From an optimization exercise on the open Yosys and OpenROAD flow, aimed at a short achievable clock period and few clock cycles per item; shortcuts taken in it are not production practice.
Only simulation tests tie the RTL to the original design; equivalence was not proved.
Power and IR drop assume default switching activity.

## cpu_top
module cpu_top (
  input  logic           clk,
  input  logic           rst_n_i,
  input  cpu_pkg::word_t instr_i,
  input  cpu_pkg::word_t dmem_rdata_i,
  output cpu_pkg::word_t imem_addr_o,
  output cpu_pkg::word_t dmem_addr_o,
  output cpu_pkg::word_t dmem_wdata_o,
  output logic           dmem_rd_o,
  output logic           dmem_wr_o
);
  logic [31:0] pc_q;
  logic        id_valid_q;
  logic [31:0] id_instr_q;
  logic        id_pred_q;
  logic [31:0] id_alt_pc_q;     
  logic [10:0] id_tag_q;        
  logic [31:0] id_rs1_q;        
  logic [31:0] id_rs2_q;
  logic [31:0] id_mem_imm_q;    
  logic        id_fwd1_q;       
  logic        id_fwd2_q;
  logic        stall;           
  logic        ex_we_q;         
  logic        ex_load_q;       
  logic        ex_store_q;      
  logic        ex_branch_q;
  logic        ex_check_q;      
  logic        ex_ld_sel_q;     
  logic [4:0]  ex_rd_q;
  logic [31:0] ex_addr_q;
  logic [31:0] ex_wdata_q;
  logic [31:0] ex_a_q;          
  logic [31:0] ex_b_q;          
  logic        ex_sub_q;
  logic        ex_add_q;
  logic        ex_slt_q;
  logic        ex_xor_q;
  logic        ex_or_q;
  logic        ex_and_q;
  logic        ex_bne_q;
  logic        ex_pred_q;
  logic [31:0] ex_alt_pc_q;
  logic [10:0] ex_tag_q;
  logic        ex_loop_q;       
  logic        wb_we_q;
  logic [4:0]  wb_rd_q;
  ...
Size: about 7500 cells after synthesis, about 160 I/O pins, ~84000 um2 of cells after synthesis.
Settings: LEC_CHECK=0, CAP_MARGIN=20, CORE_MARGIN=2, CORE_UTILIZATION=50, PLACE_DENSITY=0.72, SETUP_SLACK_MARGIN=3.1, SLEW_MARGIN=20, SYNTH_HIERARCHICAL=1, TNS_END_PERCENT=50; clock period 6.3 ns.
standard.sh (not shown) runs the stock make flow with config.mk's settings and CLKGATE_MAP_FILE= SYNTH_SCRIPT=/design/flow/synth_recipe.tcl, a recipe that flattens the netlist after the stock synthesis.
==> flow/flow/run.sh <==
#!/bin/bash
# The standard layout (standard.sh, standard synthesis included), except that the port
# buffers that global placement inserts are sky130_fd_sc_hd__buf_4 rather than the delay
# buffer buffer_ports picks by itself. Every input and output port still gets its buffer.
# The whole output of the make run goes to standard_flow.log in the work folder.
set -euo pipefail
bash standard.sh 'BUFFER_PORTS_ARGS=-buffer_cell sky130_fd_sc_hd__buf_4' finish > standard_flow.log 2>&1
The baseline passed the timing, DRC and antenna checks.
Testbench counts at the start, summed over its fixed seeds: cycles 108,905, instrs 106,229.
==> next run, changes <==
Settings changed: CORE_UTILIZATION 50 to 35, PLACE_DENSITY 0.72 to unset.
Outcome: The changed run completed with no timing, DRC or antenna violations. Final cell count climbs by 10%. Wire length climbs by 6.4%. Design area climbs by 2.1%. Clock-buffer cell count climbs by 32. Die area climbs by 42%. First-iteration DRC count drops by 14%.

Setup of run A:
cpu_top, a different RTL version from the one above (not shown whole).
Size in the first run: about 8400 cells after synthesis, ~160 I/O pins, roughly 92000 um^2 of cells after synthesis.
==> flow/config.mk <==
export PLATFORM = sky130hd
export DESIGN_NAME = cpu_top
export DESIGN_NICKNAME = cpu_top
export VERILOG_FILES = /design/flow/design.v
export SDC_FILE = /design/flow/constraint.sdc
export NUM_CORES = 4
export LEC_CHECK = 0
export CAP_MARGIN = 20
export CORE_MARGIN = 2
export CORE_UTILIZATION = 35
export SETUP_SLACK_MARGIN = 3.3
export SLEW_MARGIN = 20
export SYNTH_HIERARCHICAL = 1
export TNS_END_PERCENT = 100
==> flow/constraint.sdc <==
create_clock -name core_clock -period 6.3 [get_ports {clk}]
set_input_delay 1.2600 -clock core_clock [delete_from_list [all_inputs] [get_ports {clk}]]
set_output_delay 1.2600 -clock core_clock [all_outputs]
set_load 0.01 [all_outputs]
Scripts as last shown in full above: flow/flow/run.sh
Testbench counts of run A, summed over its fixed seeds: cycles 108,905, instrs 106,229.
Changes in run B relative to run A:
Settings: swapping 100 for 50 in TNS_END_PERCENT; swapping 3.3 for 3.1 in SETUP_SLACK_MARGIN.
### Flow results
Run A -> run B: number of gates on the worst path with buffers counted delta 0, exact match. Between run A and run B, aggregate global-route resource usage decreased. The run with more routed wire is run A, not run B. Summary — switching part of the total, run B relative to run A: lower, by 0.60 points. Run B: clock group share of total power 0.4 points below run A. Comparing run B and run A, the lower worst-case vdd ir drop was measured on run B. Between run A and run B, the flow reports internal cell power decreasing slightly. Fmax: run B and run A compared, lower one is run A. Run B vs run A — wire length of the first global-routing pass dropped slightly. Run B vs. run A: data required time at the worst endpoint shrank by 0.06 ns; post-route total power shrank by 400 uW.

re-timing with driven ports:
Ports are ideal in the flow. The routed layouts listed here were re-timed in OpenROAD. Step 1, drivers: a clkbuf_16 drives clk and a buf_2 each remaining input, both assumed. Step 2 adds t to the input delays and takes it off the output delays; t is the mean of the earliest and latest rising clock arrival at the registers after step 1. Input paths then give back, and output paths get back, about the clock's delay inside the block. Three values: ideal ports, drivers, drivers and shift; two values: the first two.
run | t (ns) | setup WS [ns] | worst register clock-pin slew, ns
the first run of note 1 | 0.928 | 2.738 / 2.738 / 1.866 | 0.07 / 0.07
the second run of note 1 | 0.922 | 2.802 / 2.802 / 1.991 | 0.08 / 0.08
run A | 0.943 | 2.750 / 2.750 / 2.016 | 0.07 / 0.07
run B | 0.960 | 2.851 / 2.851 / 2.024 | 0.07 / 0.07
After both steps every run listed still meets setup and hold. For the first run of note 1, which loses most, drivers alone change the setup slack by 0.000 ns; drivers and shift together by -0.872 ns.
